Background: an optimization exercise with open tools, aiming at a short achievable clock period and few clock cycles. Do not read the settings as production practice. In this exercise RTL edits were held to simulation tests only and were not proved equivalent to the original. Power is estimated from default activity; no workload was simulated.

`run.sh`:
```
#!/bin/bash
# synth_recipe.tcl (not shown) runs the flow's synth.tcl, then flattens the netlist and writes it again
# the make line also repeats each setting of config.mk as NAME=value (left out here)
make -C /OpenROAD-flow-scripts/flow DESIGN_CONFIG=/design/flow/config.mk WORK_HOME=/design/flow/orfs CLKGATE_MAP_FILE= SYNTH_SCRIPT=/design/flow/synth_recipe.tcl finish
```
`config.mk`:
```
export PLATFORM = sky130hd
export DESIGN_NAME = pipeline_top
export DESIGN_NICKNAME = pipeline_top
export VERILOG_FILES = /design/flow/design.v
export SDC_FILE = /design/flow/constraint.sdc
export NUM_CORES = 4
export LEC_CHECK = 0
export CAP_MARGIN = 20
export CORE_MARGIN = 2
export CORE_UTILIZATION = 40
export SETUP_SLACK_MARGIN = 5
export SLEW_MARGIN = 20
```
`constraint.sdc`:
```
create_clock -name core_clock -period 8.5 [get_ports {clk}]
set_input_delay 1.7000 -clock core_clock [delete_from_list [all_inputs] [get_ports {clk}]]
set_output_delay 1.7000 -clock core_clock [all_outputs]
set_load 0.01 [all_outputs]
```
`design.v`:
```
`default_nettype none
package cpu_pkg;
	localparam logic [5:0] OP_ALU  = 6'd0;
	localparam logic [5:0] OP_LWI  = 6'd2;
	localparam logic [5:0] OP_SWI  = 6'd3;
	localparam logic [5:0] OP_BEQ  = 6'd4;
	localparam logic [5:0] OP_ADDI = 6'd8;
	localparam int NT = 8;
endpackage
`default_nettype wire
`default_nettype none
module pipeline_top (
	input  logic        clk,
	input  logic        rst_n,
	input  logic [31:0] instruction,
	output logic        im_read,
	output logic [9:0]  im_address,
	output logic        dm_read,
	output logic        dm_write,
	output logic [11:0] dm_address,
	output logic [31:0] dm_in,
	input  logic [31:0] dm_out,
	output logic        alu_overflow
);
	localparam bit FOLD = 1'b1;
	localparam int NT   = cpu_pkg::NT;
	localparam int TW   = $clog2(NT);
	logic [9:0]  pc_f;
	logic        fetch_on;
	logic        v_d;
	logic [31:0] ir;
	logic [9:0]  pc_d;
	logic [4:0]  s2;        
	logic [9:0]  pn_d;      
	logic [9:0]  pp_d;      
	logic        pok_d;     
	logic        lok;       
	logic        e_wr, e_wrnl, e_ld, e_st, e_cb, e_ov;
	logic [4:0]  e_dest;
	logic [31:0] e_a, e_b, e_sd;
	logic        e_fa, e_fbp, e_fbn, e_fsd;
	logic        e_sub, e_and, e_or, e_xor, e_ar;
	logic [9:0]  e_tgt;
	logic        m_wr, m_ld, m_st, m_ovf;
	logic [4:0]  m_dest;
	logic [31:0] m_res, m_resn, m_sd;
	logic [31:0] rf [32];
	logic [NT-1:0] t_v;
	logic [9:0]    t_key [NT];
	logic [9:0]    t_nx  [NT];
	logic [TW-1:0] t_ptr;
	logic [NT-1:0] t_hit;
	logic [9:0]    t_pred;
	logic [9:0]    pn_f;
	always_comb begin
		t_pred = '0;
		for (int i = 0; i < NT; i++) begin
			t_hit[i] = t_v[i] && (t_key[i] == pc_f);
			t_pred   = t_pred | ({10{t_hit[i]}} & t_nx[i]);
		end
		pn_f = (|t_hit) ? t_pred : pc_f + 10'd1;
	end
	assign im_address = pc_f;
	assign im_read    = fetch_on;
	logic [5:0]  op;
	logic [4:0]  rt, ra, rb;
	logic [31:0] imm;
	logic        d_alu, d_addi, d_lw, d_sw, d_beq, d_jmp, d_cbr, d_nop;
	logic        d_wr, d_use_a, d_use_b, d_imm, d_sub;
	assign op  = ir[31:26];
	assign rt  = ir[25:21];
	assign ra  = ir[20:16];
	assign rb  = ir[15:11];
	assign imm = {{16{ir[15]}}, ir[15:0]};
	logic [5:0]  f_op;
	logic [4:0]  f_sub;
	logic        f_alu, f_beq;
	logic [13:0] f_dec, d_dec;
	assign f_op  = instruction[31:26];
	assign f_sub = instruction[4:0];
	assign f_alu = (f_op == cpu_pkg::OP_ALU) && (f_sub <= 5'd4);
	assign f_beq = (f_op == cpu_pkg::OP_BEQ);
	assign f_dec = {
		f_alu,                                                    
		f_op == cpu_pkg::OP_ADDI,                                 
		f_op == cpu_pkg::OP_LWI,                                  
		f_op == cpu_pkg::OP_SWI,                                  
		f_beq,                                                    
		f_beq && (instruction[25:21] == instruction[20:16]),      
		f_beq && (instruction[25:21] != instruction[20:16]),      
		!(f_alu || f_beq || f_op == cpu_pkg::OP_ADDI ||
		  f_op == cpu_pkg::OP_LWI || f_op == cpu_pkg::OP_SWI),    
		f_alu && (f_sub == 5'd1),                                 
		f_alu && (f_sub <= 5'd1),                                 
		f_alu && (f_sub == 5'd2),                                 
		f_alu && (f_sub == 5'd3),                                 
		f_alu && (f_sub == 5'd4),                                 
		1'b0
	};
	assign d_alu   = d_dec[13];
	assign d_addi  = d_dec[12];
	assign d_lw    = d_dec[11];
	assign d_sw    = d_dec[10];
	assign d_beq   = d_dec[9];
	assign d_jmp   = d_dec[8];
	assign d_cbr   = d_dec[7];
	assign d_nop   = d_dec[6];
	assign d_sub   = d_dec[5];
	assign d_wr    = d_alu || d_addi || d_lw;
	assign d_use_a = d_alu || d_addi || d_lw || d_sw || d_cbr;
	assign d_use_b = d_alu || d_sw || d_cbr;
	assign d_imm   = d_addi || d_lw || d_sw;
	logic stall;
	assign stall = v_d && e_ld &&
		((d_use_a && ra == e_dest) || (d_use_b && s2 == e_dest));
	logic [31:0] m_val;
	assign m_val = m_ld ? dm_out : m_res;
	logic [31:0] a_val, b_val;
	logic        fa, fb;
	assign a_val = (m_wr && m_dest == ra) ? m_val : rf[ra];
	assign b_val = (m_wr && m_dest == s2) ? m_val : rf[s2];
	assign fa = e_wrnl && e_dest == ra;
	assign fb = e_wrnl && e_dest == s2;
	logic [9:0] jtgt;    
	logic [31:0] A, Bx, sum, res;
	logic        ovf, e_redir;
	assign A   = e_fa ? m_res : e_a;
	assign Bx  = e_fbp ? m_res : (e_fbn ? m_resn : e_b);
	logic [32:0] pg_g [7];
	logic [32:0] pg_p [7];
	assign pg_g[0] = {A & Bx, e_sub};
	assign pg_p[0] = {A ^ Bx, 1'b0};
	for (genvar l = 0; l < 6; l++) begin : g_pfx
		for (genvar i = 0; i < 33; i++) begin : g_bit
			if (i >= (1 << l)) begin : g_op
				assign pg_g[l+1][i] = pg_g[l][i] | (pg_p[l][i] & pg_g[l][i - (1 << l)]);
				assign pg_p[l+1][i] = pg_p[l][i] & pg_p[l][i - (1 << l)];
			end else begin : g_pass
				assign pg_g[l+1][i] = pg_g[l][i];
				assign pg_p[l+1][i] = pg_p[l][i];
			end
		end
	end
	assign sum = pg_p[0][32:1] ^ pg_g[6][31:0];
	assign res = ({32{e_ar}} & sum) | ({32{e_and}} & (A & Bx)) |
		({32{e_or}} & (A | Bx)) | ({32{e_xor}} & (A ^ Bx));
	assign ovf = e_ov && (A[31] == Bx[31]) && (sum[31] != A[31]);
	logic eq_ab, eq_mb, eq_am;
	assign eq_ab = (e_a == e_b);
	assign eq_mb = (m_res == e_b);
	assign eq_am = (e_a == m_res);
	assign e_redir = e_cb && (e_fa ? (e_fbp || eq_mb) : (e_fbp ? eq_am : eq_ab));
	logic       d_redir;
	logic [9:0] d_tgt;
	if (FOLD) begin : g_fold
		assign d_redir = v_d && !e_redir && d_jmp && (pn_d != jtgt);
		assign d_tgt   = jtgt;
	end else begin : g_nofold
		assign d_redir = v_d && !e_redir && !stall &&
			(d_jmp ? (pn_d != jtgt) : (pn_d != pc_d + 10'd1));
		assign d_tgt   = d_jmp ? jtgt : pc_d + 10'd1;
	end
	logic          d_ok, l_fold, l_jmp, l_en;
	logic [9:0]    l_key, l_nx;
	logic [NT-1:0] l_hit;
	assign d_ok   = v_d && !stall;
	assign l_fold = FOLD && d_ok && pok_d && (d_jmp || d_nop);
	assign l_jmp  = d_ok && d_jmp && !l_fold;
	assign l_en   = l_fold || l_jmp;
	assign l_key  = l_fold ? pp_d : pc_d;
	assign l_nx   = d_jmp ? jtgt : pn_d;
	always_comb begin
		for (int i = 0; i < NT; i++) l_hit[i] = t_v[i] && (t_key[i] == l_key);
	end
	always_ff @(posedge clk or negedge rst_n) begin
		if (!rst_n) begin
			t_v   <= '0;
			t_ptr <= '0;
			for (int i = 0; i < NT; i++) begin
				t_key[i] <= '0;
				t_nx[i]  <= '0;
			end
		end else if (l_en) begin
			if (|l_hit) begin
				for (int i = 0; i < NT; i++) if (l_hit[i]) t_nx[i] <= l_nx;
			end else begin
				t_v[t_ptr]   <= 1'b1;
				t_key[t_ptr] <= l_key;
				t_nx[t_ptr]  <= l_nx;
				t_ptr        <= t_ptr + 1'b1;
			end
		end
	end
	always_ff @(posedge clk or negedge rst_n) begin
		if (!rst_n) begin
			pc_f     <= '0;
			fetch_on <= 1'b0;
			v_d      <= 1'b0;
			lok      <= 1'b0;
			ir       <= '0;
			d_dec    <= '0;
			jtgt     <= '0;
			s2       <= '0;
			pc_d     <= '0;
			pn_d     <= '0;
			pp_d     <= '0;
			pok_d    <= 1'b0;
		end else begin
			fetch_on <= 1'b1;
			if (e_redir) begin
				pc_f <= e_tgt;
				v_d  <= 1'b0;
				lok  <= 1'b0;
			end else if (d_redir) begin
				pc_f <= d_tgt;
				v_d  <= 1'b0;
				lok  <= 1'b0;
			end else if (!stall) begin
				pc_f  <= pn_f;
				v_d   <= 1'b1;
				ir    <= instruction;
				d_dec <= f_dec;
				jtgt  <= pc_f + instruction[9:0];
				s2    <= (instruction[31:26] == cpu_pkg::OP_ALU) ? instruction[15:11] : instruction[25:21];
				pc_d  <= pc_f;
				pn_d  <= pn_f;
				pp_d  <= pc_d;
				pok_d <= v_d ? !d_jmp : lok;
			end
		end
	end
	logic e_go;
	assign e_go = v_d && !stall && !e_redir && (d_alu || d_addi || d_lw || d_sw || d_cbr);
	always_ff @(posedge clk or negedge rst_n) begin
		if (!rst_n) begin
			e_wr   <= 1'b0;
			e_wrnl <= 1'b0;
			e_ld   <= 1'b0;
			e_st   <= 1'b0;
			e_cb   <= 1'b0;
			e_ov   <= 1'b0;
		end else begin
			e_wr   <= e_go && d_wr;
			e_wrnl <= e_go && (d_alu || d_addi);
			e_ld   <= e_go && d_lw;
			e_st   <= e_go && d_sw;
			e_cb   <= e_go && d_cbr;
			e_ov   <= e_go && (d_imm || d_dec[4]);
		end
	end
	always_ff @(posedge clk) begin
		e_dest <= rt;
		e_a    <= a_val;
		e_b    <= d_imm ? imm : (b_val ^ {32{d_sub}});
		e_sd   <= b_val;
		e_fa   <= fa;
		e_fbp  <= fb && !d_imm && !d_sub;
		e_fbn  <= fb && !d_imm && d_sub;
		e_fsd  <= fb;
		e_sub  <= d_sub;
		e_ar   <= d_imm || d_dec[4];
		e_and  <= d_dec[3];
		e_or   <= d_dec[2];
		e_xor  <= d_dec[1];
		e_tgt  <= jtgt;
	end
	always_ff @(posedge clk or negedge rst_n) begin
		if (!rst_n) begin
			m_wr  <= 1'b0;
			m_ld  <= 1'b0;
			m_st  <= 1'b0;
			m_ovf <= 1'b0;
		end else begin
			m_wr  <= e_wr;
			m_ld  <= e_ld;
			m_st  <= e_st;
			m_ovf <= ovf;
		end
	end
	always_ff @(posedge clk) begin
		m_dest <= e_dest;
		m_res  <= res;
		m_resn <= ~res;
	end
	logic [11:0] m_addr;
	always_ff @(posedge clk) begin
		if (e_ld || e_st) m_addr <= res[11:0];
		if (e_st) m_sd <= e_fsd ? m_res : e_sd;
	end
	assign dm_read      = m_ld;
	assign dm_write     = m_st;
	assign dm_address   = m_addr;
	assign dm_in        = m_sd;
	assign alu_overflow = m_ovf;
	always_ff @(posedge clk or negedge rst_n) begin
		if (!rst_n) begin
			for (int i = 0; i < 32; i++) rf[i] <= '0;
		end else if (m_wr) begin
			rf[m_dest] <= m_val;
		end
	end
endmodule
`default_nettype wire
```
==> results of run 1 <==
## worst max-delay path, stage by stage (launching register included)
cell and delay, ns:
dfrtp_1 0.38, or3_4 0.42, o311ai_4 0.26, o22ai_4 0.15
a21oi_4 0.20, buf_12 0.16, buf_12 0.10, mux2i_4 0.29
xnor2_2 0.12, or4_4 0.56, nor4_4 0.24, buf_4 0.17
nand4_1 0.21, nand2_8 0.18, buf_6 0.11, o32ai_4 0.12
clkbuf_16 0.21, mux2_4 0.30
## through the flow
stage	total power [uW]	instances	utilization, %
floorplan	12800	7547	-
CTS	22900	10200	47.5
global placement	14500	9689	42.8
detailed placement	14600	9695	42.8
global route	24400	10300	48.5
finish	23700	10300	48.5
## worst max path at each step
stage | startpoint | cells past startpoint | slack (ns) | endpoint
after floorplan | d_dec[7] | 15 | 4.62 | t_nx[1][0]
after global placement | d_dec[7] | 11 | 3.35 | t_nx[3][2]
after detailed placement | d_dec[7] | 11 | 3.24 | t_nx[3][4]
after CTS | d_dec[7] | 17 | 4.31 | t_nx[5][5]
after global routing | d_dec[7] | 17 | 4.09 | t_nx[5][5]
final | d_dec[7] | 17 | 4.19 | t_nx[2][1]
## kinds of logic after synthesis
kind of cell / after synthesis / share of synthesized area [%]
AOI/OAI and AO/OA: 2577 / 23.0
DFF: 1534 / 50.8
muxes: 404 / 6.01
buffers and inverters: 774 / 4.06
adders and majority gates: 85 / 1.45
xor gates and xnor gates: 323 / 3.82
and+or+nand+nor: 1849 / 10.9
other: 1 / 0.00505
## power by group
part | switching [uW] | leakage (uW) | total [uW] | internal (uW)
logic | 3550 | 0.0181 | 6780 | 3230
clock network | 3250 | 0.00278 | 7580 | 4330
registers | 1040 | 0.0146 | 9310 | 8270
total | 7840 | 0.0354 | 23700 | 15800
## placed cells by master (no fill, tap or decap), types with 120 or more instances in the layout
cell type	instances
nor2_1	702
dfxtp_1	184
nand2_1	581
nand3_1	124
dfrtp_1	1284
mux2_2	136
clkbuf_16	177
buf_4	324
a22oi_1	365
o21ai_0	495
a221oi_1	317
inv_1	120
nand4_1	176
a22o_1	318
a21oi_1	795
xnor2_1	213
mux2_4	122
## final cells by class
| class | instances | area (sq um) | share of cell area, % |
|---|---|---|---|
| clock inverter | 72 | 837 | 0.933 |
| sequential | 1534 | 37700 | 42.0 |
| multi-input combinational | 5244 | 36400 | 40.6 |
| clock buffer | 239 | 4810 | 5.36 |
| inverter | 125 | 469 | 0.523 |
| antenna | 17 | 42.5 | 0.0474 |
| tap | 2480 | 3100 | 3.46 |
| timing repair buffer | 595 | 6330 | 7.06 |
## flip-flops by register name (all words and copies together) (netlist names), 32 cells and up
register,cells
e_a,32
e_b,32
e_sd,32
m_res,32
m_resn,32
m_sd,32
rf,1024
t_key,80
t_nx,80
## timing repair
item	in CTS	in global routing
gates resized for setup	229	194
cloned	15	5
pin swaps	100	74
setup endpoints to repair	416	324
buffers inserted	182	73
hold buffers	0	0
## per-layer routing
layer  wire length [um]  vias to the layer above  share of wire, %
met2             143000                     6120                40
met3              52200                     1835                15
met4              33100                       20               9.3
met5                342                        -             0.096
met1             128000                    34000                36
li1                   -                    27800                 -
==> key figures, run 1 <==
STA
  • Hold WS: approximately 0.37 ns
  • Worst-Margin Slew: roughly 1.3 ns
  • Worst slew margin: ~14%
  • Fin crit period: ~4.3 ns
  • Final Hold Fails: 0
  • Fmax: between 0.2 and 0.25 GHz
  • # setup viols final: 0
  • Final period util: between 50% and 60%
  • RSZ-0062 raised after global routing: yes
  • Fin worst setup slack: around 4.2 ns
  • Clk_skew: around 0.057 ns
  • Setup TNS Final: 0 ns
  • Max Slew Vio Count: 0

Hold path
  • Worst hold start: e_wr
  • Worst Hold Depth: 0
  • Worst hold path type: flip-flop to flip-flop
  • Hold EP: m_wr

Routing
  • Via count: roughly 70000
  • Initial DRC count: between 10000 and 15000
  • DRC violations left: 0
  • Via density: 6.77
  • Wire length per cell: ~35 um
  • Final wirelength: 357000 um
  • DR pass1 iterations: 11
  • DRT antenna net count: 0

Clock tree
  • CTS Buf Count: about 170
  • Clock latency on the worst-skew pair: about 0.86 ns
  • CTS root buffer: clkbuf_16
  • Clk slew on worst S/H paths: around 0.060 ns
  • Sink Count: about 1500
  • CTS Buffer Depth: 3
  • CTS H-tree depth: 4
  • CTS tree: yes

Worst setup path
  • Reg2Reg Depth: 17
  • Worst setup EP type: flip-flop
  • RR Startpoint: d_dec[7]
  • R2r endpoint: t_nx[2][1]
  • Critical path arrival: 5.02 ns
  • Reg2Reg Setup Slack: around 4.2 ns
  • Critical Path Start Type: flip-flop
  • Required @ worst endpoint: a little over 9 ns
  • CP Class: flip-flop to flip-flop
  • Critical path fanouts, max: 5

Cells and area
  • Layout cells sized above 1: around 18%
  • Fillers: 16700
  • Area delta synth->final: 20.9%
  • Final nets: 7816
  • Final Cell Area: around 90000 sq um

Power and ir drop
  • Leakage: ~0.035 uW
  • Max IR drop VDD: roughly 0.26 mV
  • Power density over the cells: approximately 260 nW/um^2

Floorplanning
  • Die Ht: around 430 um
  • Die Wd: around 430 um
  • Die area: 189000 sq um
  • IO Count: approximately 120
  • Core Box Area: around 180000 sq um
  • Starting Density: between 40% and 50%
  • Rows: around 160

Global routing
  • Tot GR Track Use: a little under two fifths
  • Initial antenna violation count: 19
  • Met1 usage: ~45%
  • Number of global-route vias before repair: ~66000
  • Largest net degree at the start of global routing: around 170
  • First-pass GRT wire length: 494000 um
  • Grt met2 use: 50.9%
  • Grt met3 use: 15.6%
  • Gr ovfl total: 0
  • GRT busiest layer: met2

Flow run
  • Max-cap viol count: 0

Logic synthesis
  • Top cells by area, synth: dfrtp_1, a21oi_1, dfxtp_1, nor2_1, a221oi_1
  • Dominant cell type by area after synthesis: dfrtp_1
  • Most common cell in the netlist: dfrtp_1
  • Area fraction of the dominant cell type after synthesis: a little over two fifths
  • Synth warn: 6
  • Cells after synthesis: around 7500
  • Post-synthesis average cell area: slightly below 10 sq um
  • Mapped cell area: around 74000 sq um
  • Async set or reset register ratio after synthesis: between 80% and 90%
  • EDFF count, synth: 44
  • Synth cell types: 78
  • Most instantiated cells after synthesis: dfrtp_1, a21oi_1, nor2_1
  • Synth Net Count: slightly below 8000
  • Post-synthesis sequential area ratio: between 50% and 60%
  • Top FF cell, synth: dfrtp_1
  • Yosys reg bits: 1534

Outcome
  • Status: finished clean

Place
  • DP Wirelength: 197000 um
  • DP Worst Slack: about 3.2 ns
  • IO Port Bufs: 123
  • Placed inst area: between 70000 and 80000 sq um
  • Gpl congestion: about 0.96
Testbench counts, summed over its fixed seeds: cycles 112,154.
==> run 2, diff against run 1 <==
--- a/design.v
+++ b/design.v
@@ -163,14 +163,27 @@
 	logic          d_ok, l_fold, l_jmp, l_en;
 	logic [9:0]    l_key, l_nx;
 	logic [NT-1:0] l_hit;
-	assign d_ok   = v_d && !stall;
+	assign d_ok   = v_d;
 	assign l_fold = FOLD && d_ok && pok_d && (d_jmp || d_nop);
 	assign l_jmp  = d_ok && d_jmp && !l_fold;
 	assign l_en   = l_fold || l_jmp;
 	assign l_key  = l_fold ? pp_d : pc_d;
 	assign l_nx   = d_jmp ? jtgt : pn_d;
+	logic       lq_en;
+	logic [9:0] lq_key, lq_nx;
+	always_ff @(posedge clk or negedge rst_n) begin
+		if (!rst_n) begin
+			lq_en  <= 1'b0;
+			lq_key <= '0;
+			lq_nx  <= '0;
+		end else begin
+			lq_en  <= l_en;
+			lq_key <= l_key;
+			lq_nx  <= l_nx;
+		end
+	end
 	always_comb begin
-		for (int i = 0; i < NT; i++) l_hit[i] = t_v[i] && (t_key[i] == l_key);
+		for (int i = 0; i < NT; i++) l_hit[i] = t_v[i] && (t_key[i] == lq_key);
 	end
 	always_ff @(posedge clk or negedge rst_n) begin
 		if (!rst_n) begin
@@ -180,13 +193,13 @@
 				t_key[i] <= '0;
 				t_nx[i]  <= '0;
 			end
-		end else if (l_en) begin
+		end else if (lq_en) begin
 			if (|l_hit) begin
-				for (int i = 0; i < NT; i++) if (l_hit[i]) t_nx[i] <= l_nx;
+				for (int i = 0; i < NT; i++) if (l_hit[i]) t_nx[i] <= lq_nx;
 			end else begin
 				t_v[t_ptr]   <= 1'b1;
-				t_key[t_ptr] <= l_key;
-				t_nx[t_ptr]  <= l_nx;
+				t_key[t_ptr] <= lq_key;
+				t_nx[t_ptr]  <= lq_nx;
 				t_ptr        <= t_ptr + 1'b1;
 			end
 		end
@@ -197,14 +210,6 @@
 			fetch_on <= 1'b0;
 			v_d      <= 1'b0;
 			lok      <= 1'b0;
-			ir       <= '0;
-			d_dec    <= '0;
-			jtgt     <= '0;
-			s2       <= '0;
-			pc_d     <= '0;
-			pn_d     <= '0;
-			pp_d     <= '0;
-			pok_d    <= 1'b0;
 		end else begin
 			fetch_on <= 1'b1;
 			if (e_redir) begin
@@ -218,17 +223,30 @@
 			end else if (!stall) begin
 				pc_f  <= pn_f;
 				v_d   <= 1'b1;
-				ir    <= instruction;
-				d_dec <= f_dec;
-				jtgt  <= pc_f + instruction[9:0];
-				s2    <= (instruction[31:26] == cpu_pkg::OP_ALU) ? instruction[15:11] : instruction[25:21];
-				pc_d  <= pc_f;
-				pn_d  <= pn_f;
-				pp_d  <= pc_d;
-				pok_d <= v_d ? !d_jmp : lok;
 			end
 		end
 	end
+	always_ff @(posedge clk or negedge rst_n) begin
+		if (!rst_n) begin
+			ir       <= '0;
+			d_dec    <= '0;
+			jtgt     <= '0;
+			s2       <= '0;
+			pc_d     <= '0;
+			pn_d     <= '0;
+			pp_d     <= '0;
+			pok_d    <= 1'b0;
+		end else if (!stall) begin
+			ir    <= instruction;
+			d_dec <= f_dec;
+			jtgt  <= pc_f + instruction[9:0];
+			s2    <= (instruction[31:26] == cpu_pkg::OP_ALU) ? instruction[15:11] : instruction[25:21];
+			pc_d  <= pc_f;
+			pn_d  <= pn_f;
+			pp_d  <= pc_d;
+			pok_d <= v_d ? !d_jmp : lok;
+		end
+	end
 	logic e_go;
 	assign e_go = v_d && !stall && !e_redir && (d_alu || d_addi || d_lw || d_sw || d_cbr);
 	always_ff @(posedge clk or negedge rst_n) begin
==> run 2 against run 1 <==
Against the previous run:
- still clean
- sequential power increased by 0.4%
- clock-buffer cell count decreased by 7
- synthesized area increased by 0.80%
- clock power about the same
- sequential cell count increased by 21
- clock skew decreased by 0.012 ns
- total power decreased by 4.8%
- utilization decreased by 1.7 points
- setup slack improved by 0.68 ns
- synthesized cell count increased by 3.4%
- via count increased by 0.31%
- critical path type unchanged
- largest cell class unchanged
- largest power group unchanged
==> key figures, run 2 <==
Global routing
  • First-pass GRT wire length: 495000 um
  • Initial antenna violation count: 18
  • Largest net degree at the start of global routing: around 190
  • Number of global-route vias before repair: around 66000
  • Gr ovfl total: 0
  • Tot GR Track Use: a little over a third

Power and ir drop
  • Sw Share: 33.1%
  • Power density over the cells: between 200 and 300 nW/um^2
  • Combinational Power Share: between 20% and 30%
  • Clock power share: between 30 and 40%
  • Max IR drop VDD: around 0.26 mV
  • Net switching power figure: about 7500 uW
  • Internal power: around 15000 uW
  • Flop pwr share: 41.5%
  • Leakage: approximately 0.035 uW

Logic synthesis
  • EDFF count, synth: between 40 and 50
  • Top cells by area, synth: dfrtp_1, a22oi_1, a21oi_1, dfxtp_1, nand2_1
  • Most instantiated cells after synthesis: dfrtp_1, nand2_1, nor2_1
  • Top FF cell, synth: dfrtp_1
  • Cells after synthesis: roughly 7800
  • Yosys reg bits: between 1500 and 2000
  • Most common cell in the netlist: dfrtp_1
  • Post-synthesis sequential area ratio: 51.1%
  • Async set or reset register ratio after synthesis: a little under nine tenths
  • Area fraction of the dominant cell type after synthesis: 44.2%
  • Synth Net Count: 7957
  • Dominant cell type by area after synthesis: dfrtp_1
  • Synth cell types: between 80 and 90
  • Mapped cell area: ~75000 sq um
  • Post-synthesis average cell area: approximately 9.6 sq um
  • Synth warn: 6

Clock tree
  • CTS Buf Count: roughly 170
  • Sink Count: ~1600
  • CTS H-tree depth: 4
  • CTS Buffer Depth: 3
  • Clock latency on the worst-skew pair: roughly 0.84 ns
  • CTS root buffer: clkbuf_16
  • CTS tree: yes
  • Clk slew on worst S/H paths: 0.06 ns
  • CTS hold repair buffers: 0

Routing
  • Wire length per cell: 34.3 um
  • DRT antenna net count: 0
  • Via count: ~70000
  • Initial DRC count: approximately 13000
  • Final wirelength: roughly 360000 um
  • DR pass1 iterations: 14
  • DRC violations left: 0
  • Via density: around 6.7

Flow run
  • Max-cap viol count: 0

Cells and area
  • Post-route insts no fill: between 10000 and 15000
  • Layout cells sized above 1: between 10% and 20%
  • Area occupied by multi-input gates: 35000 sq um
  • Sequential cell area: ~38000 sq um
  • Most common cell after layout, fill and taps aside: dfrtp_1
  • Largest registers: rf: 1024 flops, t_key: 80 flops, t_nx: 80 flops
  • Fillers: about 17000
  • Final nets: 7923
  • Largest register by flop count: rf
  • Area delta synth->final: 16.2%
  • Most frequent cells in the layout: dfrtp_1, nand2_1, a21oi_1
  • Largest register FFs: roughly 1000

STA
  • Final period util: 42.7%
  • Worst slew margin: a little over an eighth
  • Setup TNS Final: 0 ns
  • # setup viols final: 0
  • Hold WS: between 0.3 and 0.4 ns
  • RSZ-0062 raised after global routing: yes
  • Fin crit period: about 3.6 ns
  • Clk_skew: between 0.04 and 0.05 ns
  • Fmax: 0.275 GHz
  • Final Hold Fails: 0
  • Worst-Margin Slew: 1.30 ns
  • Max Slew Vio Count: 0

Floorplanning
  • Rows: around 160
  • Die area: ~190000 sq um
  • IO Count: ~120
  • Core Box Area: around 190000 sq um
  • Die Wd: 436 um
  • Starting Density: 40.3%
  • Die Ht: 436 um

Place
  • Placed Cells: between 9000 and 10000
  • DP Wirelength: approximately 200000 um
  • Gpl congestion: about 0.98
  • IO Port Bufs: 123

Outcome
  • Status: finished clean

Worst setup path
  • Critical path arrival: approximately 4.3 ns
  • CP Class: flip-flop to flip-flop
  • Worst setup EP type: flip-flop
  • Critical path fanouts, max: 22
  • Required @ worst endpoint: between 9 and 10 ns
  • Critical Path Start Type: flip-flop

Hold path
  • Worst hold path type: flip-flop to flip-flop
==> run 2: power by group through the flow <==
stage | sequential [uW] | clock, uW | combinational (uW)
after floorplan | 9000 | 0 | 3840
after global placement | 9430 | 0 | 5120
after detailed placement | 9460 | 0 | 5230
after CTS | 9330 | 7580 | 5330
after global routing | 9430 | 7890 | 6040
final | 9350 | 7560 | 5630
==> run 2: logic make-up after synthesis <==
kind of cell               synth area share [%]
xor gates and xnor gates                   3.89
DFF                                        51.1
muxes                                      4.57
other                                   0.00501
and+or+nand+nor                            12.5
adders and majority gates                  1.44
buffers and inverters                      4.24
AOI/OAI and AO/OA                          22.3
==> run 2: final timing paths <==
check / start / end / slack, ns / cells after the start
worst max-delay path: s2[1] / e_b[12] / 4.87 / 12
worst min-delay path: d_dec[2] / e_or / 0.37 / 0
worst max register to register: s2[1] / e_b[12] / 4.87 / 12
worst min register to register: d_dec[2] / e_or / 0.37 / 0
max in group asynchronous: rst_n / lq_key[8] / 5.63 / 4
min in group asynchronous: rst_n / rf[7][24] / 0.87 / 1
==> run 2: what timing repair did <==
item                       4_1_cts  5_1_grt
gates resized for setup        127       98
setup endpoints to repair      297      254
pin swaps                       35       42
gates cloned                     6        3
setup buffers                   53       76
hold endpoints to repair         0        0
==> run 2: worst max-delay path, cell delays in order (launching register included) <==
cell	delay, ns
dfrtp_2	0.48
buf_4	0.18
nand3_4	0.13
nor2_4	0.65
buf_6	0.52
a22oi_1	0.19
nand4_1	0.14
nor3_1	0.08
a21oi_2	0.61
nand2_1	0.15
o21ai_2	0.10
xnor2_1	0.13
o21ai_0	0.09
==> run 2: final cells by class <==
cell class	count	area share, %
Sequential cell	1555	44.0
Multi-Input combinational cell	5495	40.3
Clock buffer	232	5.53
Timing Repair Buffer	448	5.16
Tap cell	2480	3.57
Clock inverter	69	0.942
Inverter	107	0.465
Antenna cell	9	0.0259
==> run 2: metrics by stage <==
stage	instance area (sq um)	total power (uW)	utilization, %	worst slack (ns)
5_1_grt	86900	23400	46.8	4.89
6_report	86900	22500	46.8	4.87
4_1_cts	85500	22200	46.1	4.65
3_5_place_dp	79000	14700	42.5	4.24
2_1_floorplan	74800	12800	-	5.02
3_3_place_gp	78900	14600	42.5	4.06
==> run 2: routing by layer <==
layer	track usage [%]	wire (um)	vias up
met1	46.4	130000	33900
met2	49.8	139000	6143
met3	15.4	54800	1966
li1	-	-	28000
met5	0.227	146	-
met4	22.8	31700	18
Testbench counts of run 2, summed over its fixed seeds: cycles 112,154.

## re-timing with driven ports
How much do the figures lean on ideal ports? The routed layouts below were timed once more, with nothing changed but the port constraints.
Step 1: set_driving_cell puts a clkbuf_16 on clk and a buf_2 on each other input, an assumption about the parent block.
Step 2 adds t to the input delays and takes it off the output delays; t is the mean of the earliest and latest rising clock arrival at the registers after step 1. Input paths then give back, and output paths get back, about the clock's delay inside the block.
Three values: ideal, step 1, step 2; two values: the first two.
run | t, ns | setup slack, ns | clock arrival spread, ns | worst slew at a driven data input, ns
run 1 | 0.906 | 4.186 / 4.186 / 4.186 | 0.080 / 0.080 | 0.10
run 2 | 0.897 | 4.866 / 4.866 / 4.279 | 0.053 / 0.053 | 0.12
After both steps setup and hold are still met in every run listed. The setup slack of run 2, which loses most, moves by 0.000 ns with the drivers and by -0.587 ns with both steps.
